Context: an optimization exercise on an open-source flow, tuned for a short achievable clock period, few clock cycles per item and low power. The choices shown serve that exercise and are no tape-out recipe. At most, simulation tests tie the RTL to the original design; equivalence was not proved. Power figures rest on the tool's default switching activity, not on a simulated workload.

==> flow/design.v (excerpt) <==
module cpuTop (
	input  logic        clk,
	input  logic        rst,
	output logic [31:0] pc,
	output logic        instReqValid,
	input  logic        instReqReady,
	input  logic [31:0] instruction,
	input  logic        instValid,
	output logic        instReady,
	output logic [31:0] memReqAddr,
	output logic [31:0] memReqWdata,
	output logic [3:0]  memReqStrb,
	output logic        memReqWrite,
	output logic        memReqValid,
	input  logic        memReqReady,
	input  logic [31:0] readData,
	input  logic        readValid,
	output logic        readReady,
	output logic        retireWen,
	output logic [4:0]  retireWaddr,
	output logic [31:0] retireWdata,
	output logic [31:0] retirePc,
	output logic        retireValid
);
Size in the first run: roughly 1,600 flip-flops, ~0.086 mm^2 of cells after synthesis.
Settings: LEC_CHECK=0, CAP_MARGIN=20, CORE_MARGIN=2, CORE_UTILIZATION=55, CTS_BUF_LIST=sky130_fd_sc_hd__clkbuf_16, CTS_CLUSTER_DIAMETER=70, CTS_CLUSTER_SIZE=30, SLEW_MARGIN=20; clock period 11.0 ns.
standard.sh (not shown) runs the stock make flow with config.mk's settings and CLKGATE_MAP_FILE= SYNTH_SCRIPT=/design/flow/synth_recipe.tcl, a recipe that flattens the netlist after the stock synthesis.
==> flow/flow/run.sh <==
#!/bin/bash
set -euo pipefail
bash standard.sh SETUP_SLACK_MARGIN=7 finish > standard_flow.log 2>&1
The first run ran to the end with no violations.
Testbench counts at the start, summed over its fixed seeds: cycles 37,667, instructions 28,386.
Change:
Settings changed: CORE_UTILIZATION 55 to 40.
=> Critical path depth increases by 3. Clock-buffer cell count decreases by 6. Wire length decreases by a few percent. Utilization decreases by 18 points. Synthesized area stays the same. Design area barely changes.

---

job 1500:
cpuTop, a different RTL version from the one above (not shown whole).
Size: about 6,200 cells after synthesis, roughly 0.084 sq mm of cells after synthesis.
clock: 11.0 ns
lec_check: 0
cap_margin: 20
core_margin: 2
core_utilization: 40
slew_margin: 20
run.sh (not shown) runs the stock make flow with config.mk's settings and CLKGATE_MAP_FILE= SYNTH_SCRIPT=/design/flow/synth_recipe.tcl, a recipe that flattens the netlist after the stock synthesis.
Stock flow here: none of the scripts above is used.
In summary, job 1500 completed successfully, with a layout that passed the timing, design-rule and antenna checks.
diff inputs: job 1500 => job 2737
- SETUP_SLACK_MARGIN now 5, previously not set
### Flow results
- [job 2737 vs job 1500] non-clock buffer count: lower in job 2737
- The design area was comparable across job 2737 and job 1500.
- Job 2737 vs. job 1500: global-route usage over all layers picked up an extra 0.71 points, area of combinational cells with multiple inputs stayed essentially flat, routed wire length on met2 rose by 3.1%, minimum clock period after layout lower.
- From job 1500 to job 2737, setup total negative slack did not move at all.
- Job 2737 reports its launch point of the critical path as xA[7] while job 1500 reports ir[31].
- The power consumption in job 2737 sits about 1% above the value recorded for job 1500.
Setup changes, job 2737 to job 2271
- a deleted SETUP_SLACK_MARGIN that had been 5
==> flow/flow/run.sh (new file) <==
#!/bin/bash
set -euo pipefail
bash standard.sh SETUP_SLACK_MARGIN=7 finish > standard_flow.log 2>&1
==> flow/standard.sh (new file) <==
#!/bin/bash
# synth_recipe.tcl (not shown) runs the flow's synth.tcl, then flattens the netlist and writes it again
# the make line also repeats each setting of config.mk as NAME=value (left out here)
make -C /OpenROAD-flow-scripts/flow DESIGN_CONFIG=/design/flow/config.mk WORK_HOME=/design/flow/orfs CLKGATE_MAP_FILE= SYNTH_SCRIPT=/design/flow/synth_recipe.tcl "${@:-finish}"
removed: flow/run.sh
==> comparison <==
Job 2271 finished all stages; the layout is clean. In job 2271 the total power of the final layout turned out about 4.4% higher than in job 2737. Logic gate share of total power ended up 4.3 points higher on job 2271 than on job 2737. Clock latency of the later-clocked register in the worst-skew pair: job 2271 < job 2737. Compared with job 2737, job 2271 shows a lower final period demand of the worst path. Compared with job 2737, job 2271 shows a count of instances resized after the clock tree is built that is 663 higher. Register-to-register slack (higher): job 2271.
Input changes introduced in job 7714 (baseline for comparison: job 2271):
==> flow/flow/run.sh <==
#!/bin/bash
set -euo pipefail
bash standard.sh SETUP_SLACK_MARGIN=8 finish > standard_flow.log 2>&1
==> summary.txt <==
Although it ran to completion, job 7714 produced a layout that fails the final checks because of capacitance limit, slew limit. The higher critical path depth came out of job 2271. Diff job 2271..job 7714 | area of the die | unchanged. Compared with job 2271, job 7714 shows a cell count that is 673 higher. Job 2271 -> job 7714: hold slack flat. Clock-buffer cell count (higher): job 2271.
Function was not checked in any run of this note: the RTL went through the layout flow alone.

-- what the ideal ports hide --
In the flow no input, the clock included, has a driving cell. The finished layouts below were timed again as built, in two steps.
Step 1: set_driving_cell puts a clkbuf_16 on clk and a buf_2 on each other input, an assumption about the parent block.
Step 2, shift: input delay + t, output delay - t, t = (earliest + latest rising clock arrival at the registers) / 2. This alone moves slack from input paths to output paths.
Three values: no drivers, after step 1, after step 2; two values: the first two.
| run | t (ns) | slack for setup (ns) | slew at the worst register clock pin (ns) | worst slew at a driven data input, ns |
|---|---|---|---|---|
| the first run of note 1 | 0.866 | 6.573 / 6.573 / 5.941 | 0.12 / 0.12 | 0.07 |
| the second run of note 1 | 0.887 | 6.688 / 6.688 / 5.908 | 0.11 / 0.11 | 0.10 |
| job 1500 | 0.900 | 4.538 / 4.538 / 4.207 | 0.07 / 0.07 | 0.07 |
| job 2737 | 0.910 | 5.270 / 5.270 / 4.492 | 0.07 / 0.07 | 0.09 |
| job 2271 | 0.907 | 5.828 / 5.828 / 5.828 | 0.07 / 0.07 | 0.08 |
| job 7714 | 0.945 | 5.850 / 5.850 / 5.850 | 0.08 / 0.08 | 0.10 |
The setup slack of the second run of note 1, which loses most, moves by 0.000 ns with the drivers and by -0.780 ns with both steps.
